Context: an optimization exercise on an open-source flow, tuned for small area, a short achievable clock period and few clock cycles. The choices shown serve that exercise and are no tape-out recipe. Only simulation tests tie the RTL to the original design; equivalence was not proved. No activity file was given, so power comes from the tool's default toggle rates.

<file path="design/flow/config.mk">
export PLATFORM = sky130hd
export DESIGN_NAME = cpu_lite_top
export DESIGN_NICKNAME = cpu_lite_top
export VERILOG_FILES = /design/flow/design.v
export SDC_FILE = /design/flow/constraint.sdc
export NUM_CORES = 8
export LEC_CHECK = 0
export CAP_MARGIN = 20
export CORE_MARGIN = 2
export CORE_UTILIZATION = 25
export PLACE_DENSITY = 0.35
export SLEW_MARGIN = 20
</file>
<file path="design/flow/constraint.sdc">
create_clock -name core_clock -period 14.0 [get_ports {clk_i}]
set_input_delay 2.8000 -clock core_clock [delete_from_list [all_inputs] [get_ports {clk_i}]]
set_output_delay 2.8000 -clock core_clock [all_outputs]
set_load 0.01 [all_outputs]
</file>
<file path="design/flow/design.v">
`default_nettype none
package isa_pkg;
    typedef logic [32-1:0]       word_t;
    typedef logic [5-1:0] reg_addr_t;
    typedef logic [31:0]            instr_t;
    typedef enum logic [6:0] {
        OP     = 7'b0110011,   
        OP_IMM = 7'b0010011    
    } opcode_t;
    typedef enum logic [2:0] {
        ALU_ADD,
        ALU_SUB,
        ALU_AND,
        ALU_OR,
        ALU_XOR,
        ALU_SLL,
        ALU_SLT
    } alu_op_t;
    localparam logic [2:0] F3_ADD_SUB = 3'b000;
    localparam logic [2:0] F3_SLL     = 3'b001;
    localparam logic [2:0] F3_SLT     = 3'b010;
    localparam logic [2:0] F3_XOR     = 3'b100;
    localparam logic [2:0] F3_OR      = 3'b110;
    localparam logic [2:0] F3_AND     = 3'b111;
    localparam logic [6:0] F7_BASE    = 7'b0000000;
    localparam logic [6:0] F7_ALT     = 7'b0100000;   
endpackage
`default_nettype wire
`default_nettype none
package host_pkg;
    typedef logic [7:0]              byte_t;
    typedef logic [1:0]              byte_sel_t;    
    typedef logic [4-1:0] imem_addr_t;
    typedef enum logic [1:0] {
        IDLE,      
        LOADING,   
        RUN        
    } load_state_t;
endpackage
`default_nettype wire
`default_nettype none
module instr_store (
    input  logic                  clk_i,
    input  logic                  reset,
    input  logic                  host_valid_i,
    input  host_pkg::byte_t                 host_byte_i,
    input  host_pkg::imem_addr_t            fetch_addr_i,
    output isa_pkg::instr_t                fetch_instr_o,
    output logic [4:0] instr_count_o,
    output logic                  run_o
);
    isa_pkg::instr_t                mem [16];
    host_pkg::load_state_t           state_q;
    logic [1:0]            phase_q;     
    logic [4:0] count_q;     
    logic [23:0]           asm_q;       
    logic                  end_seen;
    logic                  data_stb;
    logic                  word_done;
    logic                  has_room;
    assign end_seen  = host_valid_i && (state_q == host_pkg::LOADING) &&
                       (phase_q == 2'd0) && (host_byte_i == 8'hFF);
    assign data_stb  = host_valid_i && (state_q == host_pkg::LOADING) && !end_seen;
    assign word_done = data_stb && (phase_q == 2'd3);
    assign has_room  = (count_q < 16);   
    always_ff @(posedge clk_i or posedge reset) begin
        if (reset) begin
            state_q <= host_pkg::IDLE;
            phase_q <= '0;
            count_q <= '0;
        end else begin
            case (state_q)
                host_pkg::IDLE: begin
                    if (host_valid_i && (host_byte_i == 8'hFE)) begin
                        state_q <= host_pkg::LOADING;
                        phase_q <= '0;
                        count_q <= '0;
                    end
                end
                host_pkg::LOADING: begin
                    if (end_seen) begin
                        state_q <= host_pkg::RUN;
                    end else if (data_stb) begin
                        phase_q <= phase_q + 2'd1;   
                        if (word_done && has_room) begin
                            count_q <= count_q + 1'b1;
                        end
                    end
                end
                default: state_q <= state_q;   
            endcase
        end
    end
    always_ff @(posedge clk_i) begin
        if (data_stb) begin
            asm_q <= {host_byte_i, asm_q[23:8]};
        end
        if (word_done && has_room) begin
            mem[count_q[4-1:0]] <= {host_byte_i, asm_q};
        end
    end
    assign fetch_instr_o = mem[fetch_addr_i];
    assign instr_count_o = count_q;
    assign run_o         = (state_q == host_pkg::RUN);
endmodule
`default_nettype wire
`default_nettype none
module exec_core (
    input  logic                  clk_i,
    input  logic                  reset,
    input  logic                  run_i,
    input  logic [4:0] instr_count_i,
    input  isa_pkg::instr_t                instr_i,
    output host_pkg::imem_addr_t            fetch_addr_o,
    output isa_pkg::reg_addr_t             rs1_addr_o,
    output isa_pkg::reg_addr_t             rs2_addr_o,
    input  isa_pkg::word_t                 rs1_data_i,
    input  isa_pkg::word_t                 rs2_data_i,
    output isa_pkg::word_t                 operand_a_o,
    output isa_pkg::word_t                 operand_b_o,
    output isa_pkg::alu_op_t               alu_op_o,
    input  isa_pkg::word_t                 result_i,
    output logic                  wr_en_o,
    output isa_pkg::reg_addr_t             wr_addr_o,
    output isa_pkg::word_t                 wr_data_o,
    output logic                  done_o
);
    logic [4:0]   pc_q;
    logic [4+1:0] pc_inc;      
    logic                    active;      
    logic                    supported;
    logic                    is_imm;
    logic                    done_q;
    isa_pkg::opcode_t                 opcode;
    logic [2:0]              funct3;
    logic [6:0]              funct7;
    isa_pkg::word_t                   imm_sext;
    assign opcode   = isa_pkg::opcode_t'(instr_i[6:0]);
    assign funct3   = instr_i[14:12];
    assign funct7   = instr_i[31:25];
    assign imm_sext = {{(32-12){instr_i[31]}}, instr_i[31:20]};
    assign active = run_i && (pc_q < instr_count_i);
    assign pc_inc = pc_q + 1'b1;
    always_comb begin
        alu_op_o  = isa_pkg::ALU_ADD;
        supported = 1'b0;
        is_imm    = 1'b0;
        case (opcode)
            isa_pkg::OP: begin
                supported = 1'b1;
                case ({funct7, funct3})
                    {isa_pkg::F7_BASE, isa_pkg::F3_ADD_SUB}: alu_op_o = isa_pkg::ALU_ADD;
                    {isa_pkg::F7_ALT,  isa_pkg::F3_ADD_SUB}: alu_op_o = isa_pkg::ALU_SUB;
                    {isa_pkg::F7_BASE, isa_pkg::F3_AND}:     alu_op_o = isa_pkg::ALU_AND;
                    {isa_pkg::F7_BASE, isa_pkg::F3_OR}:      alu_op_o = isa_pkg::ALU_OR;
                    {isa_pkg::F7_BASE, isa_pkg::F3_XOR}:     alu_op_o = isa_pkg::ALU_XOR;
                    {isa_pkg::F7_BASE, isa_pkg::F3_SLL}:     alu_op_o = isa_pkg::ALU_SLL;
                    {isa_pkg::F7_BASE, isa_pkg::F3_SLT}:     alu_op_o = isa_pkg::ALU_SLT;
                    default:               supported = 1'b0;
                endcase
            end
            isa_pkg::OP_IMM: begin
                supported = 1'b1;
                is_imm    = 1'b1;
                case (funct3)
                    isa_pkg::F3_ADD_SUB: alu_op_o = isa_pkg::ALU_ADD;   
                    isa_pkg::F3_AND:     alu_op_o = isa_pkg::ALU_AND;
                    isa_pkg::F3_OR:      alu_op_o = isa_pkg::ALU_OR;
                    default:    supported = 1'b0;
                endcase
            end
            default: supported = 1'b0;   
        endcase
    end
    always_ff @(posedge clk_i or posedge reset) begin
        if (reset) begin
            pc_q   <= '0;
            done_q <= 1'b0;
        end else begin
            if (active) begin
                pc_q <= pc_inc[4:0];
            end
            if (run_i && (pc_inc >= instr_count_i)) begin
                done_q <= 1'b1;
            end
        end
    end
    assign fetch_addr_o = pc_q[4-1:0];
    assign rs1_addr_o   = instr_i[19:15];
    assign rs2_addr_o   = instr_i[24:20];
    assign operand_a_o  = rs1_data_i;
    assign operand_b_o  = is_imm ? imm_sext : rs2_data_i;
    assign wr_addr_o    = instr_i[11:7];
    assign wr_en_o      = active && supported && (wr_addr_o != '0);
    assign wr_data_o    = result_i;
    assign done_o       = done_q;
endmodule
`default_nettype wire
`default_nettype none
module alu (
    input  isa_pkg::word_t   operand_a_i,
    input  isa_pkg::word_t   operand_b_i,
    input  isa_pkg::alu_op_t alu_op_i,
    output isa_pkg::word_t   result_o
);
    always_comb begin
        case (alu_op_i)
            isa_pkg::ALU_ADD: result_o = operand_a_i + operand_b_i;
            isa_pkg::ALU_SUB: result_o = operand_a_i - operand_b_i;
            isa_pkg::ALU_AND: result_o = operand_a_i & operand_b_i;
            isa_pkg::ALU_OR:  result_o = operand_a_i | operand_b_i;
            isa_pkg::ALU_XOR: result_o = operand_a_i ^ operand_b_i;
            isa_pkg::ALU_SLL: result_o = operand_a_i << operand_b_i[4:0];   
            isa_pkg::ALU_SLT: begin
                if ($signed(operand_a_i) < $signed(operand_b_i)) begin
                    result_o = isa_pkg::word_t'(1);
                end else begin
                    result_o = '0;
                end
            end
            default: result_o = '0;
        endcase
    end
endmodule
`default_nettype wire
`default_nettype none
module reg_file (
    input  logic      clk_i,
    input  logic      reset,
    input  isa_pkg::reg_addr_t rs1_addr_i,
    input  isa_pkg::reg_addr_t rs2_addr_i,
    output isa_pkg::word_t     rs1_data_o,
    output isa_pkg::word_t     rs2_data_o,
    input  logic      wr_en_i,
    input  isa_pkg::reg_addr_t wr_addr_i,
    input  isa_pkg::word_t     wr_data_i,
    input  isa_pkg::reg_addr_t reg_sel_i,
    input  host_pkg::byte_sel_t byte_sel_i,
    output host_pkg::byte_t     value_o,
    output logic      is_positive_o
);
    isa_pkg::word_t regs [32];
    isa_pkg::word_t sel_word;   
    always_ff @(posedge clk_i or posedge reset) begin
        if (reset) begin
            for (int i = 0; i < 32; i++) begin
                regs[i] <= '0;
            end
        end else if (wr_en_i && (wr_addr_i != '0)) begin
            regs[wr_addr_i] <= wr_data_i;   
        end
    end
    assign rs1_data_o = regs[rs1_addr_i];
    assign rs2_data_o = regs[rs2_addr_i];
    assign sel_word      = regs[reg_sel_i];
    assign value_o       = sel_word[{byte_sel_i, 3'b000} +: 8];
    assign is_positive_o = ~sel_word[32-1];
endmodule
`default_nettype wire
`default_nettype none
module cpu_lite_top (
    input  logic      clk_i,
    input  logic      reset,
    input  logic      host_valid_i,
    input  host_pkg::byte_t     host_byte_i,
    input  isa_pkg::reg_addr_t reg_sel_i,
    input  host_pkg::byte_sel_t byte_sel_i,
    output host_pkg::byte_t     value_o,
    output logic      is_positive_o,
    output logic      done_o
);
    logic                  run;
    logic [4:0] instr_count;
    host_pkg::imem_addr_t            fetch_addr;
    isa_pkg::instr_t                fetch_instr;
    isa_pkg::reg_addr_t             rs1_addr;
    isa_pkg::reg_addr_t             rs2_addr;
    isa_pkg::word_t                 rs1_data;
    isa_pkg::word_t                 rs2_data;
    isa_pkg::word_t                 operand_a;
    isa_pkg::word_t                 operand_b;
    isa_pkg::alu_op_t               alu_op;
    isa_pkg::word_t                 alu_result;
    logic                  wr_en;
    isa_pkg::reg_addr_t             wr_addr;
    isa_pkg::word_t                 wr_data;
    instr_store u_instr_store (
        .clk_i         (clk_i),
        .reset         (reset),
        .host_valid_i  (host_valid_i),
        .host_byte_i   (host_byte_i),
        .fetch_addr_i  (fetch_addr),
        .fetch_instr_o (fetch_instr),
        .instr_count_o (instr_count),
        .run_o         (run)
    );
    exec_core u_exec_core (
        .clk_i         (clk_i),
        .reset         (reset),
        .run_i         (run),
        .instr_count_i (instr_count),
        .instr_i       (fetch_instr),
        .fetch_addr_o  (fetch_addr),
        .rs1_addr_o    (rs1_addr),
        .rs2_addr_o    (rs2_addr),
        .rs1_data_i    (rs1_data),
        .rs2_data_i    (rs2_data),
        .operand_a_o   (operand_a),
        .operand_b_o   (operand_b),
        .alu_op_o      (alu_op),
        .result_i      (alu_result),
        .wr_en_o       (wr_en),
        .wr_addr_o     (wr_addr),
        .wr_data_o     (wr_data),
        .done_o        (done_o)
    );
    alu u_alu (
        .operand_a_i (operand_a),
        .operand_b_i (operand_b),
        .alu_op_i    (alu_op),
        .result_o    (alu_result)
    );
    reg_file u_reg_file (
        .clk_i         (clk_i),
        .reset         (reset),
        .rs1_addr_i    (rs1_addr),
        .rs2_addr_i    (rs2_addr),
        .rs1_data_o    (rs1_data),
        .rs2_data_o    (rs2_data),
        .wr_en_i       (wr_en),
        .wr_addr_i     (wr_addr),
        .wr_data_i     (wr_data),
        .reg_sel_i     (reg_sel_i),
        .byte_sel_i    (byte_sel_i),
        .value_o       (value_o),
        .is_positive_o (is_positive_o)
    );
endmodule
`default_nettype wire
</file>
<file path="design/flow/run.sh">
#!/bin/bash
# synth_recipe.tcl (not shown) runs the flow's synth.tcl, then flattens the netlist and writes it again
# the make line also repeats each setting of config.mk as NAME=value (left out here)
make -C /OpenROAD-flow-scripts/flow DESIGN_CONFIG=/design/flow/config.mk WORK_HOME=/design/flow/orfs CLKGATE_MAP_FILE= SYNTH_SCRIPT=/design/flow/synth_recipe.tcl finish
</file>
==> results of run 1 <==
-- sequential cells by signal, indices dropped and copies added, names as in the netlist --
signal / count
u_instr_store.phase_q: 2
u_instr_store.asm_q: 24
u_instr_store.mem: 512
u_instr_store.state_q: 2
u_reg_file.regs: 1024
u_instr_store.count_q: 5
u_exec_core.pc_q: 5
u_exec_core.done_q: 1
-- layout make-up --
| type | count | area (um^2) | share of cell area, % |
|---|---|---|---|
| clock buffer | 274 | 5480 | 5.40 |
| sequential | 1575 | 42100 | 41.5 |
| multi-input combinational | 5966 | 42200 | 41.6 |
| tap | 4557 | 5700 | 5.62 |
| clock inverter | 89 | 1050 | 1.04 |
| timing repair buffer | 512 | 4260 | 4.19 |
| inverter | 138 | 522 | 0.514 |
| antenna | 73 | 183 | 0.180 |
-- routing by layer --
layer  up-vias  GRT usage (%)
met4        52           25.9
met3      2772           15.0
met2      8464           51.8
li1      32719              -
met1     45703           46.5
met5         -          0.176
-- Yosys cell counts (62+ instances only) --
cell type and n:
a31oi_1 107, a22o_1 270, a22oi_1 545, a221oi_1 248
a32oi_1 62, mux2_2 292, nor2_1 1001, mux2i_1 121
a21oi_1 864, inv_1 134, ha_1 118, mux4_2 134
nand4_1 177, o22ai_1 72, o21ai_0 232, nor3_1 137
nand2_1 454, buf_2 82, a211oi_1 62, nand3_1 184
edfxtp_1 536, dfrtp_1 1039, clkbuf_1 622
-- cells by family after synthesis --
group | share of synthesized area [%]
AOI/OAI and AO/OA | 24.1
xor gates and xnor gates | 0.274
adders and majority gates | 1.75
buffers and inverters | 4.36
DFF | 48.7
muxes | 8.73
and+or+nand+nor | 12.1
-- worst paths after layout --
kind	start	end	slack, ps	cells after the start
worst min register to register	u_reg_file.regs[0][21]	u_reg_file.regs[0][21]	440	0
max in group asynchronous	reset	u_exec_core.pc_q[0]	9080	5
worst max register to register	u_exec_core.pc_q[1]	u_reg_file.regs[7][29]	2180	28
worst max-delay path	u_exec_core.pc_q[1]	u_reg_file.regs[7][29]	2180	28
min in group asynchronous	reset	u_reg_file.regs[9][24]	2500	3
worst min-delay path	u_reg_file.regs[0][21]	u_reg_file.regs[0][21]	440	0
-- worst max-delay path, delay by kind of cell (launching register included) --
family | cells | cell delay [ps]
multiplexers | 2 | 710
XOR/XNOR | 1 | 110
AND/OR/NAND/NOR | 8 | 2810
adder cells (fa/ha/maj) | 1 | 540
buffers and inverters | 4 | 1480
AO/OA/AOI/OAI | 12 | 4910
flip-flops | 1 | 980
-- cell usage in the layout (no fill, tap or decap), drive strengths merged, types with 45 or more instances in the layout --
master,instances
a211oi,62
a21oi,867
a221oi,250
a222oi,57
a22o,270
a22oi,545
a31oi,107
a32oi,62
and3,58
buf,485
clkbuf,274
clkinv,58
dfrtp,1039
diode,73
edfxtp,536
ha,118
inv,146
mux2,292
mux2i,123
mux4,134
nand2,454
nand3,185
nand4,177
nor2,1002
nor3,138
o21ai,249
o22ai,72
o32ai,45
-- through the flow --
stage                     power, W  setup slack, ps  std cells  TNS (ps)
after global routing        0.0118             2040      13112         0
after floorplan            0.00546            -3120       8469  -3245570
after detailed placement   0.00624             2300      12743         0
after CTS                   0.0115             2250      13106         0
after global placement     0.00624             2190      12740         0
final                       0.0116             2180      13184         0
-- power groups by stage --
| stage | combinational (W) | clock, W | sequential [W] |
|---|---|---|---|
| floorplan | 0.000585 | 0 | 0.00488 |
| global placement | 0.00135 | 0 | 0.00488 |
| detailed placement | 0.00135 | 0 | 0.00489 |
| CTS | 0.00135 | 0.00538 | 0.00480 |
| global route | 0.00142 | 0.00556 | 0.00480 |
| finish | 0.00145 | 0.00531 | 0.00480 |
==> metrics.md, run 1 <==
| Metric | Value |
|---|---|
| Run status | `timing/DRC/antenna clean` |
| GRT overflow | `0` |
| Nets | `8529` |
| Sequential Power Share | `41.5%` |
| Pin count of the biggest net entering global routing | `151` |
| Via/cell ratio | `6.80` |
| Critical Path RT | `14760 ps` |
| Drt pass-1 iters | `10` |
| Largest area contributor in the netlist | `dfrtp_1` |
| Static leakage | `38.8 nW` |
| DRC violations left | `0` |
| Slowest-stage cell, CP | `nor4b_1` |
| DR WL met2 | `268000 um` |
| Fill cell count | `35.5k` |
| Die area | `351000 um^2` |
| Relative slew margins | `6.80%` |
| Hold Fails Final Rpt | `0` |
| Syn Nets | `8607` |
| Gpl congestion | `1.08` |
| Die width | `592 um` |
| Dominant cells by area after synthesis | `dfrtp_1 (30%), edfxtp_1 (19%), a21oi_1 (5.0%)` |
| CP Data Arrival Time | `12580 ps` |
| Min Tclk post-route | `11820 ps` |
| DRT Wirelength | `671000 um` |
| Min-delay worst type | `reg2reg` |
| Post-Syn Area | `86500 um^2` |
| Initial DRC Count | `16.7k` |
| Worst Skew | `108 ps` |
| Switching Fraction | `30.0%` |
| Synth top area share | `30.1%` |
| Gr usage total | `37.2%` |
| Post-synth EDFFs | `536` |
| Clk latency of the worst-skew pair | `970 ps` |
| Post-synthesis sequential area ratio | `48.7%` |
| Fmax | `84.6 MHz` |
| Max Transition Viols Final | `0` |
| PortBufs | `27` |
| Post-DP Area | `94700 um^2` |
| Post-synthesis cell type count | `92` |
| Power Internal | `0.00808 W` |
| Number of global-route vias before repair | `81.4k` |
| Tcrit/Tclk final | `84.4%` |
| Layout cells sized above 1 | `17.8%` |
| Syn Inst Count | `8469` |
| Hold WS | `436 ps` |
| Setup bufs post-CTS | `0` |
| Top sig layer | `met5` |
| Die Y-Extent | `592 um` |
| Post-DP HPWL | `447000 um` |
| CORE AREA | `344000 um^2` |
| Setup-failing EPs final | `0` |
| Post-synthesis area per instance | `10.2 um^2` |
| Vias | `89.7k` |
| Area grow syn2layout | `17.4%` |
| H-tree Lvls | `4` |
| Combinational Power Share | `12.6%` |
| #FFs+latches synth | `1575` |
| First-pass GRT wire length | `862000 um` |
| Maximum root-to-sink buffer count | `4` |
| Sw power | `0.00347 W` |
| Clock slew at reported path FFs | `60 ps` |
| Initial antenna violation count | `79` |
| TritonCTS clock tree | `built` |
| Final Cell Area | `102000 um^2` |
| Crit. End Element | `register` |
| DRT met1 WL | `261000 um` |
| Part of the power in the clock network | `45.9%` |
| Asr flop ratio synth | `66.0%` |
| Remaining antenna violation count | `0` |
| Layout Utilization | `29.6%` |
| Largest stage delay on the critical path | `1020 ps` |
| RSZ-0062 raised after global routing | `no` |
| CTS Buf Count | `198` |
| Post-CTS resize count | `0` |
| Clk sinks | `1575` |
| Site Rows | `215` |
| Max_cap viols | `0` |
| Cts hold-fix bufs | `0` |
| Num ports | `28` |
| Worst slew pin tran | `1390 ps` |
| Startpoint types | `register` |
| Mean routed wirelength per cell | `50.9 um` |
| Worst setup path class | `reg2reg` |
| Ys Warns | `5` |
| Clk root buf | `clkbuf_16` |
| Crit Path Max Fanout | `66` |
| Initial Util | `25.2%` |
| Ys flop type | `dfrtp_1` |
| Peak VDD IR | `139 uV` |
| Met3 wire len | `82100 um` |
| PwrDens | `114 nW/um^2` |
Testbench counts, summed over its fixed seeds: cycles 14,006.
==> inputs of run 2 (changes only) <==
==> design/flow/design.v (replaced) <==
`default_nettype none
module alu (
    input  wire [31:0] instr_i,    
    input  wire [31:0] a_i,        
    input  wire [31:0] b_i,        
    output logic [31:0] result_o,
    output logic       writes_o    
);
    wire [6:0] op  = instr_i[6:0];
    wire [2:0] f3  = instr_i[14:12];
    wire [6:0] f7  = instr_i[31:25];
    wire [4:0] rd  = instr_i[11:7];
    wire is_r = (op == 7'b0110011);
    wire is_i = (op == 7'b0010011);
    wire f7z  = (f7 == 7'b0000000);
    wire f7s  = (f7 == 7'b0100000);
    logic r_ok, i_ok;
    always_comb begin
        case (f3)
            3'b000:  r_ok = f7z | f7s;
            3'b001, 3'b010, 3'b100, 3'b110, 3'b111: r_ok = f7z;
            default: r_ok = 1'b0;
        endcase
        i_ok = (f3 == 3'b000) | (f3 == 3'b110) | (f3 == 3'b111);
    end
    assign writes_o = ((is_r & r_ok) | (is_i & i_ok)) & (rd != 5'd0);
    wire [31:0] opb    = is_i ? {{20{instr_i[31]}}, instr_i[31:20]} : b_i;
    wire        do_sub = ~is_i & (instr_i[30] | (f3 == 3'b010));
    wire [31:0] sum    = a_i + (do_sub ? ~opb : opb) + {31'd0, do_sub};
    wire        lt     = (a_i[31] ^ opb[31]) ? a_i[31] : sum[31];
    always_comb begin
        case (f3)
            3'b000:  result_o = sum;
            3'b111:  result_o = a_i & opb;
            3'b110:  result_o = a_i | opb;
            3'b100:  result_o = a_i ^ opb;
            3'b001:  result_o = a_i << opb[4:0];
            default: result_o = {31'd0, lt};
        endcase
    end
endmodule
`default_nettype wire
`default_nettype none
module reg_file (
    input  wire        clk_i,
    input  wire        reset,
    input  wire [4:0]  addr_i,     
    output logic [31:0] rdata_o,   
    input  wire        wr_en_i,
    input  wire [3:0]  wr_idx_i,
    input  wire [4:0]  wr_tag_i,
    input  wire [31:0] wr_data_i
);
    logic [15:0] valid_q;
    logic [4:0]  tag_q  [16];
    logic [31:0] data_q [16];
    logic [15:0] match;
    always_comb begin
        rdata_o = '0;
        for (int i = 0; i < 16; i++) begin
            match[i] = valid_q[i] & (tag_q[i] == addr_i);
            rdata_o  = rdata_o | (data_q[i] & {32{match[i]}});
        end
    end
    always_ff @(posedge clk_i or posedge reset) begin
        if (reset) begin
            valid_q <= '0;
        end else if (wr_en_i) begin
            for (int i = 0; i < 16; i++) begin
                if (wr_idx_i == i[3:0]) valid_q[i] <= 1'b1;
                else if (match[i])      valid_q[i] <= 1'b0;
            end
        end
    end
    always_ff @(posedge clk_i) begin
        for (int i = 0; i < 16; i++) begin
            if (wr_en_i && (wr_idx_i == i[3:0])) begin
                tag_q[i]  <= wr_tag_i;
                data_q[i] <= wr_data_i;
            end
        end
    end
endmodule
`default_nettype wire
`default_nettype none
module cpu_lite_top (
    input  wire        clk_i,
    input  wire        reset,
    input  wire        host_valid_i,
    input  wire [7:0]  host_byte_i,
    input  wire [4:0]  reg_sel_i,
    input  wire [1:0]  byte_sel_i,
    output wire [7:0]  value_o,
    output wire        is_positive_o,
    output wire        done_o
);
    logic        loading_q;    
    logic        done_q;
    logic [1:0]  phase_q;      
    logic [4:0]  count_q;      
    logic        exec_q;       
    logic [31:0] instr_q;      
    logic [31:0] a_q;          
    logic [31:0] b_q;          
    wire start_seen = host_valid_i & ~loading_q & ~done_q & (host_byte_i == 8'hFE);
    wire end_seen   = host_valid_i & loading_q & (phase_q == 2'd0) & (host_byte_i == 8'hFF);
    wire data_stb   = host_valid_i & loading_q & ~end_seen;
    always_ff @(posedge clk_i or posedge reset) begin
        if (reset) begin
            loading_q <= 1'b0;
            done_q    <= 1'b0;
            phase_q   <= 2'd0;
            count_q   <= 5'd0;
            exec_q    <= 1'b0;
        end else begin
            if (start_seen) loading_q <= 1'b1;
            if (end_seen) begin
                loading_q <= 1'b0;
                done_q    <= 1'b1;
            end
            if (data_stb) phase_q <= phase_q + 2'd1;
            exec_q <= data_stb & (phase_q == 2'd3) & ~count_q[4];
            if (exec_q) count_q <= count_q + 5'd1;
        end
    end
    logic [31:0] rdata;
    logic [31:0] result;
    logic        writes;
    always_ff @(posedge clk_i) begin
        if (data_stb) instr_q <= {host_byte_i, instr_q[31:8]};
        if (data_stb && (phase_q == 2'd2)) a_q <= rdata;
        b_q <= rdata;
    end
    wire [4:0] rs1      = {host_byte_i[3:0], instr_q[31]};
    wire [4:0] rs2      = {host_byte_i[0], instr_q[31:28]};
    wire [4:0] int_addr = exec_q ? instr_q[11:7] : (phase_q[0] ? rs2 : rs1);
    wire [4:0] addr     = loading_q ? int_addr : reg_sel_i;
    alu u_alu (
        .instr_i  (instr_q),
        .a_i      (a_q),
        .b_i      (b_q),
        .result_o (result),
        .writes_o (writes)
    );
    reg_file u_reg_file (
        .clk_i     (clk_i),
        .reset     (reset),
        .addr_i    (addr),
        .rdata_o   (rdata),
        .wr_en_i   (exec_q & writes),
        .wr_idx_i  (count_q[3:0]),
        .wr_tag_i  (instr_q[11:7]),
        .wr_data_i (result)
    );
    assign value_o       = rdata[{byte_sel_i, 3'b000} +: 8];
    assign is_positive_o = ~rdata[31];
    assign done_o        = done_q;
endmodule
`default_nettype wire
--- a/design/flow/config.mk
+++ b/design/flow/config.mk
@@ -6,7 +6,9 @@
 export NUM_CORES = 8
 export LEC_CHECK = 0
+export ABC_CLOCK_PERIOD_IN_PS = 6000
 export CAP_MARGIN = 20
 export CORE_MARGIN = 2
 export CORE_UTILIZATION = 25
 export PLACE_DENSITY = 0.35
+export SETUP_SLACK_MARGIN = 5
 export SLEW_MARGIN = 20
==> metrics.md, run 2 <==
| Metric | Value |
|---|---|
| Run status | `timing/DRC/antenna clean (unchanged)` |
| DRC violations left | `0 (unchanged)` |
| Area grow syn2layout | `24.3% (was 17.4%)` |
| Largest Register | `u_reg_file.data_q (was u_reg_file.regs)` |
| DRT Wirelength | `140000 um (was 671000 um)` |
| Worst R2R Setup Slack | `5900 ps (was 2180 ps)` |
| #FFs+latches synth | `714 (was 1575)` |
| Relative slew margins | `25.0% (was 6.80%)` |
| Num ports | `28 (unchanged)` |
| Nets | `2977 (was 8529)` |
| Remaining antenna violation count | `0 (unchanged)` |
| Tcrit/Tclk final | `63.9% (was 84.4%)` |
| Layout cells sized above 1 | `19.8% (was 17.8%)` |
| Post-synth EDFFs | `656 (was 536)` |
| Clock slew at reported path FFs | `60 ps (about the same)` |
| Fmax | `112 MHz (was 84.6 MHz)` |
| Max_cap viols | `0 (unchanged)` |
| Hold WS | `418 ps (was 436 ps)` |
| Hold depth | `0 (unchanged)` |
| Power, Total | `0.00720 W (was 0.0116 W)` |
| Beginning of the worst hold path | `instr_q[19] (was u_reg_file.regs[0][21])` |
| Initial Util | `25.1% (was 25.2%)` |
| Setup-failing EPs final | `0 (unchanged)` |
| Count leader, synth | `edfxtp_1 (was dfrtp_1)` |
| Min-delay worst type | `reg2reg (unchanged)` |
| Crit Path Max Fanout | `4 (was 66)` |
| Leading cell type in the layout, fill and taps excluded | `edfxtp_1 (was dfrtp_1)` |
| GRT overflow | `0 (unchanged)` |
| Maximum root-to-sink buffer count | `3 (was 4)` |
| Number of global-route vias before repair | `24.0k (was 81.4k)` |
| Post-synthesis sequential area ratio | `61.9% (was 48.7%)` |
| Post-Syn Area | `33900 um^2 (was 86500 um^2)` |
| Synth top area share | `58.1% (was 30.1%)` |
| Post-synthesis area per instance | `13.1 um^2 (was 10.2 um^2)` |
| Static leakage | `15.1 nW (was 38.8 nW)` |
| PwrDens | `171 nW/um^2 (was 114 nW/um^2)` |
| Layout Utilization | `31.2% (was 29.6%)` |
| CP Data Arrival Time | `9370 ps (was 12580 ps)` |
| Worst Hold End | `instr_q[11] (was u_reg_file.regs[0][21])` |
| Via/cell ratio | `5.04 (was 6.80)` |
| RSZ-0062 raised after global routing | `yes (was no)` |
| Worst Skew | `23.2 ps (was 108 ps)` |
| Setup TNS | `0 ps (unchanged)` |
| Max reg flops | `512 (was 1024)` |
| Die Y-Extent | `372 um (was 592 um)` |
| Min Tclk post-route | `8940 ps (was 11820 ps)` |
| Syn Inst Count | `2596 (was 8469)` |
| Initial antenna violation count | `2 (was 79)` |
| Register area | `21000 um^2 (was 42100 um^2)` |
| Worst slew pin tran | `1110 ps (was 1390 ps)` |
| Drt pass-1 iters | `8 (was 10)` |
| Post-synthesis cell type count | `89 (was 92)` |
| Max Transition Viols Final | `0 (unchanged)` |
| Worst reg2reg path depth | `46 (was 28)` |
| CTS Buf Count | `82 (was 198)` |
| H-tree Lvls | `3 (was 4)` |
| CP most frequent cell | `buf_4` |
| Crit. End Element | `register (unchanged)` |
| Multi-input logic area | `12400 um^2 (was 42200 um^2)` |
| Post-DP HPWL | `82400 um (was 447000 um)` |
| First-pass GRT wire length | `195000 um (was 862000 um)` |
| Clk root buf | `clkbuf_16 (unchanged)` |
| Top cells by count, synth | `edfxtp_1 (656), nand2_1 (174), xor2_1 (147) (was dfrtp_1 (1039), nor2_1 (1001), a21oi_1 (864))` |
| Most frequent cells in the layout | `edfxtp_1 (656), buf_4 (234), nand2_1 (174) (was dfrtp_1 (1035), nor2_1 (902), a21oi_1 (848))` |
| Worst setup path class | `in2reg (was reg2reg)` |
| Reg2reg start | `loading_q (was u_exec_core.pc_q[1])` |
| Ys flop type | `edfxtp_1 (was dfrtp_1)` |
| Gr usage total | `20.0% (was 37.2%)` |
| Hold Fails Final Rpt | `0 (unchanged)` |
| R2R Path End | `a_q[25] (was u_reg_file.regs[7][29])` |
| Gpl congestion | `0.875 (was 1.08)` |
| Initial DRC Count | `1996 (was 16.7k)` |
| Dominant cells by area after synthesis | `edfxtp_1 (58%), xor2_1 (3.8%), ha_1 (3.8%) (was dfrtp_1 (30%), edfxtp_1 (19%), a21oi_1 (5.0%))` |
| Largest stage delay on the critical path | `390 ps (was 1020 ps)` |
| Slowest-stage cell, CP | `or3_4 (was nor4b_1)` |
| Clk latency of the worst-skew pair | `680 ps (was 970 ps)` |
| CORE AREA | `135000 um^2 (was 344000 um^2)` |
| Syn Nets | `2717 (was 8607)` |
| Startpoint types | `input pin (was register)` |
| Die width | `372 um (was 592 um)` |
| Critical Path RT | `14430 ps (was 14760 ps)` |
| Largest area contributor in the netlist | `edfxtp_1 (was dfrtp_1)` |
| TritonCTS clock tree | `built (unchanged)` |
| Peak VDD IR | `88.8 uV (was 139 uV)` |
| Pin count of the biggest net entering global routing | `42 (was 151)` |
| Mean routed wirelength per cell | `29.7 um (was 50.9 um)` |
| Fill cell count | `13.5k (was 35.5k)` |
| PortBufs | `27 (unchanged)` |
| Vias | `23.7k (was 89.7k)` |
| Die area | `139000 um^2 (was 351000 um^2)` |
| Ys Warns | `5 (unchanged)` |
| Site Rows | `135 (was 215)` |
| Asr flop ratio synth | `3.64% (was 66.0%)` |
| Clk sinks | `714 (was 1575)` |
| Cts hold-fix bufs | `0 (unchanged)` |
-- run 2: cell types whose count changed after synthesis, sizes merged, moves of 130 or more --
cell,delta
a21oi,-741
xor2,+138
nand2,-280
o21ai,-158
a22oi,-421
nand3,-137
a221oi,-217
a22o,-225
clkbuf,-553
mux2,-281
nor2,-912
mux4,-130
dfrtp,-1013
-- run 2: logic make-up after synthesis --
kind of cell / count (synthesis) / synth area share (%)
AO/OA/AOI/OAI: 664 / 14.0
XOR/XNOR: 255 / 6.58
multiplexers: 106 / 3.48
AND/OR/NAND/NOR: 474 / 6.72
flip-flops: 714 / 61.9
adder cells (fa/ha/maj): 103 / 3.82
buffers and inverters: 280 / 3.53
-- run 2: worst max-delay path: cells and delay by family --
kind            cells  cell delay, ps
simple gates        4             980
mux                 1              60
buf+inv            40            4930
compound gates      4             590
-- run 2: metal layers --
metal / GRT usage, % / routed length (um) / vias to the layer above
met5: 0 / 0 / -
met4: 4.36 / 2530 / 0
met3: 2.02 / 5250 / 134
met2: 34.5 / 69100 / 615
met1: 27.0 / 62700 / 12467
li1: - / - / 10507
-- run 2: layout make-up --
cell class	instances	area share [%]
timing repair buffer	328	7.98
multi-input combinational	1603	29.5
clock inverter	56	1.24
clock buffer	97	5.07
tap	1781	5.28
inverter	127	1.16
antenna	1	0.00593
sequential	714	49.8
-- run 2: stage by stage --
stage | cells | instance area [um^2] | worst slack [ps]
2_1_floorplan | 2596 | 33900 | 5780
3_3_place_gp | 4355 | 36800 | 3360
3_5_place_dp | 4355 | 36800 | 3400
4_1_cts | 4663 | 41600 | 5000
5_1_grt | 4706 | 42200 | 4930
6_report | 4707 | 42200 | 5060
-- run 2: repair_timing --
item                       CTS  global route
setup buffers              141            43
cloned                      14             0
pin swaps                   66            31
gates resized for setup    180            54
setup endpoints to repair    9            10
-- run 2: report_power, final --
group	total, W	internal, W	leakage, nW	switching, W
clock	0.00215	0.00125	1.29	0.000907
combinational	0.00236	0.000833	7.25	0.00153
sequential	0.00269	0.00260	6.60	0.0000862
total	0.00720	0.00468	15.1	0.00252
-- run 2: worst max-delay path by stage --
stage                 end  slack (ps)  cells past startpoint            from
2_1_floorplan  value_o[3]        5780                     12  host_byte_i[0]
3_3_place_gp   value_o[0]        3360                     14  host_byte_i[1]
3_5_place_dp   value_o[0]        3400                     14  host_byte_i[1]
4_1_cts           a_q[25]        5000                     48    reg_sel_i[3]
5_1_grt           a_q[25]        4930                     49  host_byte_i[1]
6_report          a_q[25]        5060                     49  host_byte_i[1]
Testbench counts of run 2, summed over its fixed seeds: cycles 11,399.
==> inputs of run 3 (changes only) <==
--- a/design/flow/config.mk
+++ b/design/flow/config.mk
@@ -6,5 +6,4 @@
 export NUM_CORES = 8
 export LEC_CHECK = 0
-export ABC_CLOCK_PERIOD_IN_PS = 6000
 export CAP_MARGIN = 20
 export CORE_MARGIN = 2
==> metrics.md, run 3 <==
| Metric | Value |
|---|---|
| Gr usage total | `20.0% (unchanged)` |
| CP Data Arrival Time | `9370 ps (about the same)` |
| Die width | `372 um (unchanged)` |
| Max_cap viols | `0 (unchanged)` |
| Count leader, synth | `edfxtp_1 (unchanged)` |
| GRT overflow | `0 (unchanged)` |
| Die Y-Extent | `372 um (unchanged)` |
| Leading cell type in the layout, fill and taps excluded | `edfxtp_1 (unchanged)` |
| Combinational Power Share | `32.8% (about the same)` |
| Run status | `timing/DRC/antenna clean (unchanged)` |
| Clock slew at reported path FFs | `60 ps (about the same)` |
| Worst setup path class | `in2reg (unchanged)` |
| Pin count of the biggest net entering global routing | `42 (unchanged)` |
| Tcrit/Tclk final | `63.9% (unchanged)` |
| Nets | `2977 (unchanged)` |
| PortBufs | `27 (unchanged)` |
| Num ports | `28 (unchanged)` |
| Post-Synth Simple-Gate Area | `6.72% (unchanged)` |
| Via/cell ratio | `5.04 (unchanged)` |
| Clk latency of the worst-skew pair | `680 ps (about the same)` |
| Max Transition Viols Final | `0 (unchanged)` |
| Max reg flops | `512 (unchanged)` |
| Setup-failing EPs final | `0 (unchanged)` |
| CTS Buf Count | `82 (unchanged)` |
| DRT Wirelength | `140000 um (unchanged)` |
| XOR/XNOR share of the synthesized area | `6.58% (unchanged)` |
| Post-synthesis cell type count | `89 (unchanged)` |
| Initial antenna violation count | `2 (unchanged)` |
| Largest area contributor in the netlist | `edfxtp_1 (unchanged)` |
| Post-synth EDFFs | `656 (unchanged)` |
| First-pass GRT wire length | `195000 um (unchanged)` |
| Dominant cells by area after synthesis | `edfxtp_1 (58%), xor2_1 (3.8%), ha_1 (3.8%) (unchanged)` |
| Most frequent cells in the layout | `edfxtp_1 (656), buf_4 (234), nand2_1 (174) (unchanged)` |
| Initial Util | `25.1% (unchanged)` |
| Number of global-route vias before repair | `24.0k (unchanged)` |
| CORE AREA | `135000 um^2 (unchanged)` |
| Post-Synth Adder-Cell Area | `3.82% (unchanged)` |
| Sw power | `0.00252 W (unchanged)` |
| H-tree Lvls | `3 (unchanged)` |
| Clk root buf | `clkbuf_16 (unchanged)` |
| Worst path bufs/invs | `40 (unchanged)` |
| Post-Syn Area | `33900 um^2 (unchanged)` |
| Largest stage delay on the critical path | `390 ps (about the same)` |
| Gpl congestion | `0.875 (unchanged)` |
| Setup TNS | `0 ps (unchanged)` |
| Hold Fails Final Rpt | `0 (unchanged)` |
| PwrDens | `171 nW/um^2 (unchanged)` |
| Fmax | `112 MHz (unchanged)` |
| Crit Path Max Fanout | `4 (unchanged)` |
| Ys flop type | `edfxtp_1 (unchanged)` |
| Switching Fraction | `35.0% (unchanged)` |
| Initial DRC Count | `1996 (unchanged)` |
| Largest Register | `u_reg_file.data_q (unchanged)` |
| Min-delay worst type | `reg2reg (unchanged)` |
| Largest family of logic cells by synthesized area | `compound AO/OA/AOI/OAI gates (unchanged)` |
| Post-synthesis sequential area ratio | `61.9% (unchanged)` |
| Asr flop ratio synth | `3.64% (unchanged)` |
| Relative slew margins | `25.0% (unchanged)` |
| Top cells by count, synth | `edfxtp_1 (656), nand2_1 (174), xor2_1 (147) (unchanged)` |
| Die area | `139000 um^2 (unchanged)` |
| DRC violations left | `0 (unchanged)` |
| Crit-path leading delay family | `buffers and inverters (unchanged)` |
| Layout Utilization | `31.2% (unchanged)` |
| Worst slew pin tran | `1110 ps (unchanged)` |
| Post-DP Area | `36800 um^2 (unchanged)` |
| Post-DP HPWL | `82400 um (unchanged)` |
| Final Cell Area | `42200 um^2 (unchanged)` |
| Site Rows | `135 (unchanged)` |
| Area grow syn2layout | `24.3% (unchanged)` |
| TritonCTS clock tree | `built (unchanged)` |
| Cts hold-fix bufs | `0 (unchanged)` |
| Remaining antenna violation count | `0 (unchanged)` |
| Critical Path RT | `14430 ps (about the same)` |
| Hold WS | `418 ps (unchanged)` |
| Synth top area share | `58.1% (unchanged)` |
| Complex-gate fraction of the synthesized area | `14.0% (unchanged)` |
| Worst Skew | `23.2 ps (unchanged)` |
| Power Internal | `0.00468 W (unchanged)` |
| Startpoint types | `input pin (unchanged)` |
| Layout cells sized above 1 | `19.8% (unchanged)` |
| Mean routed wirelength per cell | `29.7 um (unchanged)` |
| Static leakage | `15.1 nW (unchanged)` |
| CP most frequent cell | `buf_4 (unchanged)` |
| Slowest-stage cell, CP | `or3_4 (unchanged)` |
| Part of the power in the clock network | `29.9% (about the same)` |
| #FFs+latches synth | `714 (unchanged)` |
| Peak VDD IR | `88.8 uV (unchanged)` |
| Syn Inst Count | `2596 (unchanged)` |
| Drt pass-1 iters | `8 (unchanged)` |
| Maximum root-to-sink buffer count | `3 (unchanged)` |
| RSZ-0062 raised after global routing | `yes (unchanged)` |
| Power, Total | `0.00720 W (unchanged)` |
| Post-synthesis area per instance | `13.1 um^2 (unchanged)` |
| Syn Nets | `2717 (unchanged)` |
| Ys Warns | `5 (unchanged)` |
| Vias | `23.7k (unchanged)` |
| Crit. End Element | `register (unchanged)` |
| Clk sinks | `714 (unchanged)` |
| Sequential Power Share | `37.3% (about the same)` |
| Min Tclk post-route | `8940 ps (unchanged)` |
| Mux cell area share after synthesis | `3.48% (unchanged)` |
run 3: metal layers:
metal	wire length [um]	up-vias	track usage [%]
li1	-	10507	-
met1	62700	12467	27.0
met5	0	-	0
met4	2530	0	4.36
met2	69100	615	34.5
met3	5250	134	2.02
run 3: logic make-up (layout without fill, tap and decap cells):
logic type      count (synthesis)  in the layout
flops                         714            714
compound gates                664            664
simple gates                  474            475
buf+inv                       280            608
xor+xnor                      255            255
mux                           106            106
fa+ha+maj                     103            103
other cells                     0              1
run 3: final cells by class:
cell class	count	area, um^2
Fill cell	13500	93000
Sequential cell	714	21000
Antenna cell	1	2.50
Clock inverter	56	522
Inverter	127	488
Tap cell	1781	2230
Timing Repair Buffer	328	3370
Multi-Input combinational cell	1603	12400
Clock buffer	97	2140
run 3: power by group through the flow:
stage	sequential [W]	combinational [W]	clock, W
after floorplan	0.00268	0.00125	0
after global placement	0.00274	0.00208	0
after detailed placement	0.00273	0.00210	0
after CTS	0.00269	0.00231	0.00221
after global routing	0.00269	0.00253	0.00228
final	0.00269	0.00236	0.00215
run 3: path summary, 6_finish.rpt:
check	slack (ps)	from	endpoint	cells after the start
max	5060	host_byte_i[1]	a_q[25]	49
min	420	instr_q[19]	instr_q[11]	0
max reg2reg	5900	loading_q	a_q[25]	46
min reg2reg	420	instr_q[19]	instr_q[11]	0
max in group asynchronous	10890	reset	u_reg_file.valid_q[7]	2
min in group asynchronous	2580	reset	done_q	2
run 3: through the flow:
stage	setup WS, ps	std cells
global placement	3360	4355
global route	4930	4706
CTS	5000	4663
floorplan	5780	2596
finish	5060	4707
detailed placement	3400	4355
run 3: timing repair:
| action | in CTS | in global routing |
|---|---|---|
| endpoints found under the setup margin | 9 | 10 |
| pin swaps | 66 | 31 |
| gates cloned | 14 | 0 |
| buffers inserted | 141 | 43 |
| resized for setup | 180 | 54 |
run 3: worst reg2reg max path, delay by kind of cell (launching register included):
family                 cells  cell delay, ps
AOI/OAI and AO/OA          4             770
buffers and inverters     37            4910
DFF                        1             330
and+or+nand+nor            5            1870
==> inputs of run 4 (changes only) <==
==> design/flow/flow/run.sh (new file) <==
#!/bin/bash
set -euo pipefail
bash standard.sh SETUP_SLACK_MARGIN=7 finish > standard_make.log 2>&1
==> design/flow/standard.sh (new file) <==
#!/bin/bash
# synth_recipe.tcl (not shown) runs the flow's synth.tcl, then flattens the netlist and writes it again
# the make line also repeats each setting of config.mk as NAME=value (left out here)
make -C /OpenROAD-flow-scripts/flow DESIGN_CONFIG=/design/flow/config.mk WORK_HOME=/design/flow/orfs CLKGATE_MAP_FILE= SYNTH_SCRIPT=/design/flow/synth_recipe.tcl "${@:-finish}"
removed: design/flow/run.sh
==> metrics.md, run 4 <==
| Metric | Value |
|---|---|
| Worst slew pin tran | `980 ps (was 1110 ps)` |
| Die Y-Extent | `372 um (unchanged)` |
| Post-synth EDFFs | `656 (unchanged)` |
| Hold depth | `0 (unchanged)` |
| Die width | `372 um (unchanged)` |
| Cts hold-fix bufs | `0 (unchanged)` |
| DRT Wirelength | `139000 um (was 140000 um)` |
| Switching Fraction | `35.1% (was 35.0%)` |
| Asr flop ratio synth | `3.64% (unchanged)` |
| Post-synthesis cell type count | `89 (unchanged)` |
| Clk root buf | `clkbuf_16 (unchanged)` |
| Initial antenna violation count | `0 (was 2)` |
| Layout Utilization | `31.3% (was 31.2%)` |
| Post-synthesis sequential area ratio | `61.9% (unchanged)` |
| Max_cap viols | `0 (unchanged)` |
| DRC violations left | `0 (unchanged)` |
| Layout cells sized above 1 | `20.2% (was 19.8%)` |
| Min Tclk post-route | `8740 ps (was 8940 ps)` |
| CORE AREA | `135000 um^2 (unchanged)` |
| Static leakage | `15.1 nW (about the same)` |
| Power Internal | `0.00462 W (was 0.00468 W)` |
| GRT overflow | `0 (unchanged)` |
| Post-Synth Simple-Gate Area | `6.72% (unchanged)` |
| Post-DP HPWL | `80000 um (was 82400 um)` |
| Remaining antenna violation count | `0 (unchanged)` |
| Clk latency of the worst-skew pair | `670 ps (was 680 ps)` |
| Min-delay worst type | `reg2reg (unchanged)` |
| Setup TNS | `0 ps (unchanged)` |
| Mean routed wirelength per cell | `29.7 um (about the same)` |
| Syn Nets | `2717 (unchanged)` |
| Crit. End Element | `primary output (was register)` |
| Leading cell type in the layout, fill and taps excluded | `edfxtp_1 (unchanged)` |
| Clk sinks | `714 (unchanged)` |
| Pre-CTS setup slack | `3300 ps (was 3400 ps)` |
| Dominant cells by area after synthesis | `edfxtp_1 (58%), xor2_1 (3.8%), ha_1 (3.8%) (unchanged)` |
| Fin cells | `4680 (was 4707)` |
| Worst reg2reg path depth | `15 (was 46)` |
| Num ports | `28 (unchanged)` |
| R2R Path End | `u_reg_file.data_q[6][31] (was a_q[25])` |
| Largest family of logic cells by synthesized area | `compound AO/OA/AOI/OAI gates (unchanged)` |
| #FFs+latches synth | `714 (unchanged)` |
| Beginning of the worst hold path | `instr_q[16] (was instr_q[19])` |
| Post-DP Area | `36800 um^2 (about the same)` |
| Number of global-route vias before repair | `23.8k (was 24.0k)` |
| PortBufs | `27 (unchanged)` |
| Post-synthesis area per instance | `13.1 um^2 (unchanged)` |
| Top cells by count, synth | `edfxtp_1 (656), nand2_1 (174), xor2_1 (147) (unchanged)` |
| H-tree Lvls | `3 (unchanged)` |
| Hold Fails Final Rpt | `0 (unchanged)` |
| TritonCTS clock tree | `built (unchanged)` |
| Worst setup path class | `in2out (was in2reg)` |
| Post-Syn Area | `33900 um^2 (unchanged)` |
| First-pass GRT wire length | `192000 um (was 195000 um)` |
| PwrDens | `168 nW/um^2 (was 171 nW/um^2)` |
| Setup-failing EPs final | `0 (unchanged)` |
| Ys Warns | `5 (unchanged)` |
| Synth top area share | `58.1% (unchanged)` |
| Sequential Power Share | `37.7% (was 37.3%)` |
| Fmax | `114 MHz (was 112 MHz)` |
| Nets | `2952 (was 2977)` |
| Run status | `timing/DRC/antenna clean (unchanged)` |
| Count leader, synth | `edfxtp_1 (unchanged)` |
| Largest Register | `u_reg_file.data_q (unchanged)` |
| Placed insts | `4356 (was 4355)` |
| Syn Inst Count | `2596 (unchanged)` |
| Final Cell Area | `42300 um^2 (was 42200 um^2)` |
| Part of the power in the clock network | `29.1% (was 29.9%)` |
| CP Data Arrival Time | `5940 ps (was 9370 ps)` |
| Drt pass-1 iters | `5 (was 8)` |
| RSZ-0062 raised after global routing | `yes (unchanged)` |
| Most frequent cells in the layout | `edfxtp_1 (656), buf_4 (180), nand2_1 (174) (was edfxtp_1 (656), buf_4 (234), nand2_1 (174))` |
| Worst Hold End | `instr_q[8] (was instr_q[11])` |
| Crit Path Max Fanout | `6 (was 4)` |
| Ys flop type | `edfxtp_1 (unchanged)` |
| Reg2reg start | `instr_q[2] (was loading_q)` |
| XOR/XNOR share of the synthesized area | `6.58% (unchanged)` |
| Max reg flops | `512 (unchanged)` |
| Worst Skew | `23.0 ps (was 23.2 ps)` |
| Initial DRC Count | `2112 (was 1996)` |
| Peak VDD IR | `82.0 uV (was 88.8 uV)` |
| Worst R2R Setup Slack | `7480 ps (was 5900 ps)` |
| Largest area contributor in the netlist | `edfxtp_1 (unchanged)` |
| Initial Util | `25.1% (unchanged)` |
| Maximum root-to-sink buffer count | `3 (unchanged)` |
| Complex-gate fraction of the synthesized area | `14.0% (unchanged)` |
| Vias | `23.8k (was 23.7k)` |
| Sw power | `0.00249 W (was 0.00252 W)` |
| Via/cell ratio | `5.08 (was 5.04)` |
| Startpoint types | `input pin (unchanged)` |
| Mux cell area share after synthesis | `3.48% (unchanged)` |
| Relative slew margins | `34.7% (was 25.0%)` |
| Combinational Power Share | `33.2% (was 32.8%)` |
| Die area | `139000 um^2 (unchanged)` |
| CTS Buf Count | `82 (unchanged)` |
| Pin count of the biggest net entering global routing | `39 (was 42)` |
| Area grow syn2layout | `24.8% (was 24.3%)` |
| Max Transition Viols Final | `0 (unchanged)` |
| Setup ws final | `5260 ps (was 5060 ps)` |
| Tcrit/Tclk final | `62.4% (was 63.9%)` |
| Gpl congestion | `0.905 (was 0.875)` |
| Critical Path RT | `11200 ps (was 14430 ps)` |
| Post-Synth Adder-Cell Area | `3.82% (unchanged)` |
| Gr usage total | `19.8% (was 20.0%)` |
| Site Rows | `135 (unchanged)` |
| Clock slew at reported path FFs | `60 ps (about the same)` |
## run 4: cell families after synthesis
family,after synthesis
AO/OA/AOI/OAI,664
XOR/XNOR,255
adder cells (fa/ha/maj),103
buffers and inverters,280
flip-flops,714
multiplexers,106
AND/OR/NAND/NOR,474
## run 4: power by group through the flow
stage	combinational [W]	clock (W)	sequential, W
6_report	0.00236	0.00207	0.00268
5_1_grt	0.00254	0.00220	0.00269
4_1_cts	0.00229	0.00212	0.00268
3_5_place_dp	0.00208	0	0.00273
3_3_place_gp	0.00207	0	0.00273
2_1_floorplan	0.00126	0	0.00268
## run 4: worst max-delay path by stage
| stage | from | to | slack [ps] | depth (start not counted) |
|---|---|---|---|---|
| global route | host_byte_i[1] | value_o[7] | 5180 | 15 |
| CTS | host_byte_i[2] | value_o[1] | 5260 | 17 |
| detailed placement | host_byte_i[0] | value_o[5] | 3300 | 12 |
| floorplan | host_byte_i[0] | value_o[6] | 6000 | 13 |
| finish | host_byte_i[1] | value_o[1] | 5260 | 15 |
| global placement | host_byte_i[0] | value_o[5] | 3330 | 12 |
## run 4: metal layers
metal	track usage, %	vias to the layer above	part of all wire [%]
met2	34.2	645	49
met3	2.12	165	3.9
met5	0	-	0
li1	-	10458	-
met1	26.4	12526	44
met4	5.05	0	2.3
## run 4: area by class of cell
class / count / area (um^2)
clock inverter: 42 / 339
multi-input combinational: 1602 / 12700
fill: 13524 / 92800
timing repair buffer: 304 / 3420
sequential: 714 / 21000
inverter: 127 / 503
tap: 1781 / 2230
antenna: 2 / 5.00
clock buffer: 108 / 2200
## run 4: critical path, cell delays in order
cell      delay [ps]
buf_8            100
mux2i_4          180
buf_8            190
o221a_4          260
buf_6            130
xnor2_4          120
nor4_4            70
and2_4           160
buf_12           140
buf_12           140
a222oi_1         350
nand4_1          160
a211o_4          380
mux4_2           550
buf_6            160
## run 4: through the flow
stage	hold WS [ps]	total power, W
detailed placement	408	0.00481
floorplan	400	0.00394
global route	436	0.00743
CTS	422	0.00710
global placement	401	0.00480
finish	419	0.00711
## run 4: timing repair
action                     CTS  global route
hold endpoints to repair     0             0
gates resized for setup    253            61
pin swaps                   92            50
gates cloned                13             2
setup buffers              123            34
setup endpoints to repair    9             9
==> inputs of run 5 (changes only) <==
==> design/flow/flow/run.sh (replaced) <==
#!/bin/bash
set -euo pipefail
bash standard.sh SETUP_SLACK_MARGIN=8.5 finish > standard_make.log 2>&1
==> metrics.md, run 5 <==
| Metric | Value |
|---|---|
| Pin count of the biggest net entering global routing | `39 (unchanged)` |
| Via/cell ratio | `5.10 (was 5.08)` |
| Largest area contributor in the netlist | `edfxtp_1 (unchanged)` |
| Ys flop type | `edfxtp_1 (unchanged)` |
| GRT overflow | `0 (unchanged)` |
| Crit Path Max Fanout | `8 (was 6)` |
| Post-Synth Simple-Gate Area | `6.72% (unchanged)` |
| Fmax | `114 MHz (about the same)` |
| Setup-failing EPs final | `0 (unchanged)` |
| CTS Buf Count | `82 (unchanged)` |
| Clk sinks | `714 (unchanged)` |
| Worst slew pin tran | `974 ps (was 980 ps)` |
| Initial DRC Count | `2029 (was 2112)` |
| PwrDens | `169 nW/um^2 (was 168 nW/um^2)` |
| Nets | `2965 (was 2952)` |
| Startpoint types | `input pin (unchanged)` |
| Peak VDD IR | `81.6 uV (was 82.0 uV)` |
| Vias | `24.0k (was 23.8k)` |
| H-tree Lvls | `3 (unchanged)` |
| XOR/XNOR share of the synthesized area | `6.58% (unchanged)` |
| Post-Syn Area | `33900 um^2 (unchanged)` |
| Gpl congestion | `0.905 (unchanged)` |
| Site Rows | `135 (unchanged)` |
| Initial Util | `25.1% (unchanged)` |
| Clk root buf | `clkbuf_16 (unchanged)` |
| Count leader, synth | `edfxtp_1 (unchanged)` |
| Maximum root-to-sink buffer count | `3 (unchanged)` |
| Number of global-route vias before repair | `24.0k (was 23.8k)` |
| Remaining antenna violation count | `0 (unchanged)` |
| First-pass GRT wire length | `194000 um (was 192000 um)` |
| R2R Path End | `u_reg_file.data_q[13][31] (was u_reg_file.data_q[6][31])` |
| Layout cells sized above 1 | `20.6% (was 20.2%)` |
| Worst setup startpoint | `host_byte_i[1] (unchanged)` |
| Largest Register | `u_reg_file.data_q (unchanged)` |
| Static leakage | `15.2 nW (was 15.1 nW)` |
| Mean routed wirelength per cell | `30.1 um (was 29.7 um)` |
| Run status | `timing/DRC/antenna clean (unchanged)` |
| Ys Warns | `5 (unchanged)` |
| Hold WS | `419 ps (about the same)` |
| Complex-gate fraction of the synthesized area | `14.0% (unchanged)` |
| Max_cap viols | `0 (unchanged)` |
| Largest family of logic cells by synthesized area | `compound AO/OA/AOI/OAI gates (unchanged)` |
| Num ports | `28 (unchanged)` |
| Relative slew margins | `35.1% (was 34.7%)` |
| Die Y-Extent | `372 um (unchanged)` |
| Dominant cells by area after synthesis | `edfxtp_1 (58%), xor2_1 (3.8%), ha_1 (3.8%) (unchanged)` |
| Power, Total | `0.00717 W (was 0.00711 W)` |
| RSZ-0062 raised after global routing | `yes (unchanged)` |
| Post-Synth Adder-Cell Area | `3.82% (unchanged)` |
| DRT Wirelength | `141000 um (was 139000 um)` |
| Reg2reg start | `instr_q[2] (unchanged)` |
| Worst reg2reg path depth | `20 (was 15)` |
| DRC violations left | `0 (unchanged)` |
| Leading cell type in the layout, fill and taps excluded | `edfxtp_1 (unchanged)` |
| Fill cell count | `13.5k (about the same)` |
| Die width | `372 um (unchanged)` |
| Layout Utilization | `31.5% (was 31.3%)` |
| Syn Nets | `2717 (unchanged)` |
| Area grow syn2layout | `25.5% (was 24.8%)` |
| Max Transition Viols Final | `0 (unchanged)` |
| Critical Path RT | `11200 ps (about the same)` |
| Drt pass-1 iters | `6 (was 5)` |
| Post-DP HPWL | `80000 um (unchanged)` |
| Initial antenna violation count | `0 (unchanged)` |
| TritonCTS clock tree | `built (unchanged)` |
| CP Data Arrival Time | `5970 ps (was 5940 ps)` |
| Setup TNS | `0 ps (unchanged)` |
| Post-synthesis area per instance | `13.1 um^2 (unchanged)` |
| Post-synthesis cell type count | `89 (unchanged)` |
| Clock slew at reported path FFs | `60 ps (about the same)` |
| Cts hold-fix bufs | `0 (unchanged)` |
| Worst R2R Setup Slack | `8670 ps (was 7480 ps)` |
| Syn Inst Count | `2596 (unchanged)` |
| PortBufs | `27 (unchanged)` |
| #FFs+latches synth | `714 (unchanged)` |
| Mux cell area share after synthesis | `3.48% (unchanged)` |
| Worst Skew | `22.3 ps (was 23.0 ps)` |
| Tcrit/Tclk final | `62.6% (was 62.4%)` |
| Min Tclk post-route | `8770 ps (was 8740 ps)` |
| Post-synth EDFFs | `656 (unchanged)` |
| Die area | `139000 um^2 (unchanged)` |
| Clk latency of the worst-skew pair | `670 ps (about the same)` |
| Gr usage total | `20.0% (was 19.8%)` |
| Top cells by count, synth | `edfxtp_1 (656), nand2_1 (174), xor2_1 (147) (unchanged)` |
| Post-synthesis sequential area ratio | `61.9% (unchanged)` |
| CORE AREA | `135000 um^2 (unchanged)` |
| CP Capture Point | `value_o[1] (unchanged)` |
| Asr flop ratio synth | `3.64% (unchanged)` |
| Crit. End Element | `primary output (unchanged)` |
| Worst setup path class | `in2out (unchanged)` |
| Hold Fails Final Rpt | `0 (unchanged)` |
| Max reg flops | `512 (unchanged)` |
| Synth top area share | `58.1% (unchanged)` |
| Most frequent cells in the layout | `edfxtp_1 (656), buf_4 (188), nand2_1 (174) (was edfxtp_1 (656), buf_4 (180), nand2_1 (174))` |
| Min-delay worst type | `reg2reg (unchanged)` |
[run 5: cell counts after synthesis]
No cell type changed its count.
[run 5: worst max-delay path: stages]
cell      delay (ps)
buf_8            100
mux2i_4          190
buf_8            190
o221a_4          270
buf_4            130
buf_6            110
a22oi_2          100
and3_4           280
buf_16           180
a22o_1           190
a221oi_2         170
nand3_1          170
a211o_4          350
mux4_2           550
buf_6            160
[run 5: cell type report]
class / count / area [um^2] / share of cell area (%)
Inverter: 127 / 518 / 1.22
Sequential cell: 714 / 21000 / 49.3
Antenna cell: 2 / 5.00 / 0.0118
Tap cell: 1781 / 2230 / 5.23
Timing Repair inverter: 1 / 8.76 / 0.0206
Timing Repair Buffer: 315 / 3550 / 8.34
Multi-Input combinational cell: 1603 / 12700 / 29.9
Clock buffer: 108 / 2200 / 5.17
Clock inverter: 42 / 339 / 0.797
[run 5: repair_timing]
action	4_1_cts	5_1_grt
resized for setup	270	67
pin swaps	95	39
endpoints found under the setup margin	433	201
buffers inserted	132	35
gates cloned	14	4
[run 5: worst min-delay path by stage]
stage,start,to,slack (ps),depth (start not counted)
2_1_floorplan,instr_q[18],instr_q[10],400,0
3_3_place_gp,instr_q[16],instr_q[8],400,0
3_5_place_dp,instr_q[16],instr_q[8],410,0
4_1_cts,instr_q[16],instr_q[8],420,0
5_1_grt,instr_q[16],instr_q[8],440,0
6_report,instr_q[16],instr_q[8],420,0
[run 5: power by group]
| part | switching [W] | internal, W |
|---|---|---|
| Combinational | 0.00156 | 0.000864 |
| Clock | 0.000886 | 0.00118 |
| Sequential | 0.0000831 | 0.00260 |
| Total | 0.00253 | 0.00465 |
[run 5: logic make-up after synthesis]
kind of cell | count (synthesis)
compound gates | 664
xor+xnor | 255
fa+ha+maj | 103
buf+inv | 280
flops | 714
mux | 106
simple gates | 474
[run 5: per-stage QoR]
step / std cells / instance area [um^2] / setup WS, ps
after floorplan: 2596 / 34100 / 6000
after global placement: 4353 / 36800 / 3330
after detailed placement: 4356 / 36800 / 3300
after CTS: 4652 / 41900 / 5260
after global routing: 4691 / 42600 / 5170
final: 4693 / 42600 / 5230
[run 5: routing by layer]
layer / part of all wire (%) / vias to the layer above / GRT usage [%] / wire length [um]
met5: 0 / - / 0 / 0
met4: 2.9 / 0 / 5.51 / 4040
met3: 4.1 / 175 / 2.16 / 5760
met2: 49 / 712 / 34.6 / 69900
met1: 44 / 12579 / 26.5 / 61700
li1: - / 10484 / - / -
==> inputs of run 6 (changes only) <==
==> design/flow/run.sh (new file) <==
#!/bin/bash
# synth_recipe.tcl (not shown) runs the flow's synth.tcl, then flattens the netlist and writes it again
# the make line also repeats each setting of config.mk as NAME=value (left out here)
make -C /OpenROAD-flow-scripts/flow DESIGN_CONFIG=/design/flow/config.mk WORK_HOME=/design/flow/orfs CLKGATE_MAP_FILE= SYNTH_SCRIPT=/design/flow/synth_recipe.tcl finish
--- a/design/flow/config.mk
+++ b/design/flow/config.mk
@@ -10,4 +10,3 @@
 export CORE_UTILIZATION = 25
 export PLACE_DENSITY = 0.35
-export SETUP_SLACK_MARGIN = 5
 export SLEW_MARGIN = 20
removed: design/flow/flow/run.sh
removed: design/flow/standard.sh
==> metrics.md, run 6 <==
| Metric | Value |
|---|---|
| Mean routed wirelength per cell | `28.6 um (was 30.1 um)` |
| Die area | `139000 um^2 (unchanged)` |
| CTS Buf Count | `82 (unchanged)` |
| Drt pass-1 iters | `6 (unchanged)` |
| Count leader, synth | `edfxtp_1 (unchanged)` |
| Dominant cells by area after synthesis | `edfxtp_1 (58%), xor2_1 (3.8%), ha_1 (3.8%) (unchanged)` |
| Max_cap viols | `0 (unchanged)` |
| Crit-path cells | `clkdlybuf4s50_1, mux2i_2, buf_4, o221a_1, xnor2_1, nor4_1, and2_2, buf_4, a222oi_1, nand3_1, a211o_1, mux4_2, clkdlybuf4s50_1 (was buf_8, mux2i_4, buf_8, o221a_4, buf_4, buf_6, a22oi_2, and3_4, buf_16, a22o_1, a221oi_2, nand3_1, a211o_4, mux4_2, buf_6)` |
| Post-synthesis cell type count | `89 (unchanged)` |
| Largest area contributor in the netlist | `edfxtp_1 (unchanged)` |
| Post-synthesis sequential area ratio | `61.9% (unchanged)` |
| Ys Warns | `5 (unchanged)` |
| Worst Skew | `20.7 ps (was 22.3 ps)` |
| Clock slew at reported path FFs | `50 ps (was 60 ps)` |
| Final Cell Area | `39400 um^2 (was 42600 um^2)` |
| Initial Util | `25.1% (unchanged)` |
| Maximum root-to-sink buffer count | `3 (unchanged)` |
| Site Rows | `135 (unchanged)` |
| Relative slew margins | `24.5% (was 35.1%)` |
| CORE AREA | `135000 um^2 (unchanged)` |
| Initial antenna violation count | `1 (was 0)` |
| Min Tclk post-route | `10580 ps (was 8770 ps)` |
| Run status | `timing/DRC/antenna clean (unchanged)` |
| Tcrit/Tclk final | `75.6% (was 62.6%)` |
| Syn Nets | `2717 (unchanged)` |
| Peak VDD IR | `88.4 uV (was 81.6 uV)` |
| Cts hold-fix bufs | `0 (unchanged)` |
| GRT overflow | `0 (unchanged)` |
| Area grow syn2layout | `16.3% (was 25.5%)` |
| Fill cell count | `13.7k (was 13.5k)` |
| Largest stage delay on the critical path | `510 ps (was 550 ps)` |
| Pin count of the biggest net entering global routing | `42 (was 39)` |
| Fmax | `94.5 MHz (was 114 MHz)` |
| Remaining antenna violation count | `0 (unchanged)` |
| Post-CTS resize count | `0 (was 270)` |
| Max reg flops | `512 (unchanged)` |
| PwrDens | `176 nW/um^2 (was 169 nW/um^2)` |
| Max Transition Viols Final | `0 (unchanged)` |
| Nets | `2779 (was 2965)` |
| Min-delay worst type | `reg2reg (unchanged)` |
| Worst setup path class | `in2out (unchanged)` |
| Die Y-Extent | `372 um (unchanged)` |
| Post-DP HPWL | `82400 um (was 80000 um)` |
| Clk latency of the worst-skew pair | `680 ps (was 670 ps)` |
| Ys flop type | `edfxtp_1 (unchanged)` |
| Startpoint types | `input pin (unchanged)` |
| Vias | `22.7k (was 24.0k)` |
| Clk root buf | `clkbuf_16 (unchanged)` |
| Gpl congestion | `0.875 (was 0.905)` |
==> run 6: cell count changes in the layout (fill, tap and decap cells not counted), moves of 16 or more <==
cell             before  now
a221oi_2             16    0
buf_12               49    1
buf_4               188  103
a221oi_1             13   33
clkdlybuf4s50_1       9   27
buf_6                31    0
==> run 6: critical path, delay by kind of cell <==
kind | cells | cell delay [ps]
muxes | 2 | 960
AOI/OAI and AO/OA | 3 | 1440
and+or+nand+nor | 3 | 770
buffers and inverters | 4 | 1590
xor gates and xnor gates | 1 | 170
==> run 6: layout make-up <==
type / instances / area share (%)
Sequential cell: 714 / 53.2
Clock buffer: 97 / 5.43
Multi-Input combinational cell: 1602 / 30.4
Clock inverter: 56 / 1.32
Tap cell: 1781 / 5.65
Antenna cell: 2 / 0.0127
Inverter: 127 / 1.22
Timing Repair Buffer: 131 / 2.70
==> run 6: kinds of logic after synthesis <==
| kind of cell | share of synthesized area [%] |
|---|---|
| buffers and inverters | 3.53 |
| DFF | 61.9 |
| AOI/OAI and AO/OA | 14.0 |
| and+or+nand+nor | 6.72 |
| adders and majority gates | 3.82 |
| muxes | 3.48 |
| xor gates and xnor gates | 6.58 |
==> run 6: per-stage QoR <==
| step | power (W) | hold slack, ps | cells | util, % | setup slack (ps) |
|---|---|---|---|---|---|
| after floorplan | 0.00393 | 400 | 2596 | - | 5780 |
| after global placement | 0.00482 | 402 | 4355 | 27.2 | 3360 |
| after detailed placement | 0.00483 | 405 | 4355 | 27.2 | 3400 |
| after CTS | 0.00700 | 418 | 4508 | 29.2 | 3380 |
| after global routing | 0.00725 | 424 | 4508 | 29.2 | 3250 |
| final | 0.00693 | 417 | 4510 | 29.2 | 3420 |
==> run 6: worst paths after layout <==
path | from | end | slack (ps) | depth (start not counted)
max | host_byte_i[1] | value_o[6] | 3420 | 13
min | instr_q[19] | instr_q[11] | 420 | 0
max reg2reg | instr_q[2] | u_reg_file.data_q[10][31] | 7420 | 20
min reg2reg | instr_q[19] | instr_q[11] | 420 | 0
max in group asynchronous | reset | u_reg_file.valid_q[7] | 10900 | 2
min in group asynchronous | reset | loading_q | 2580 | 2
==> run 6: routing by layer <==
metal	wire length, um	GRT usage, %	vias up
met5	0	0	-
met4	2200	4.22	0
met3	4530	2.07	122
met2	62700	31.5	527
met1	59400	25.1	11936
li1	-	-	10086
==> run 6: power breakdown <==
part,internal (W),switching [W]
clock network,0.00125,0.000901
logic,0.000660,0.00144
registers,0.00260,0.0000846

[re-timing with driven ports]
The results above use ideal ports. As a check the final layouts listed here were re-extracted and re-timed, cells and wires unchanged. Step 1, drivers: a clkbuf_16 drives clk_i and a buf_2 each remaining input, both assumed. Step 2 moves the port delays by t, midway between the first and last clock arrival at a register: inputs arrive t later, outputs are due t later. That takes back most of the time a late clock gives input paths. Three values: ideal, step 1, step 2; two values: the first two.
| run | shift t [ns] | setup slack, ns | pins driven straight from the clock port |
|---|---|---|---|
| run 1 | 1.014 | 2.180 / 2.180 / 2.180 | 1 |
| run 2 | 0.744 | 5.059 / 5.023 / 4.340 | 1 |
| run 3 | 0.744 | 5.059 / 5.023 / 4.340 | 1 |
| run 4 | 0.738 | 5.263 / 5.224 / 5.224 | 1 |
| run 5 | 0.736 | 5.230 / 5.191 / 5.191 | 1 |
| run 6 | 0.742 | 3.418 / 3.394 / 3.394 | 1 |
After both steps setup and hold are still met in every run listed.
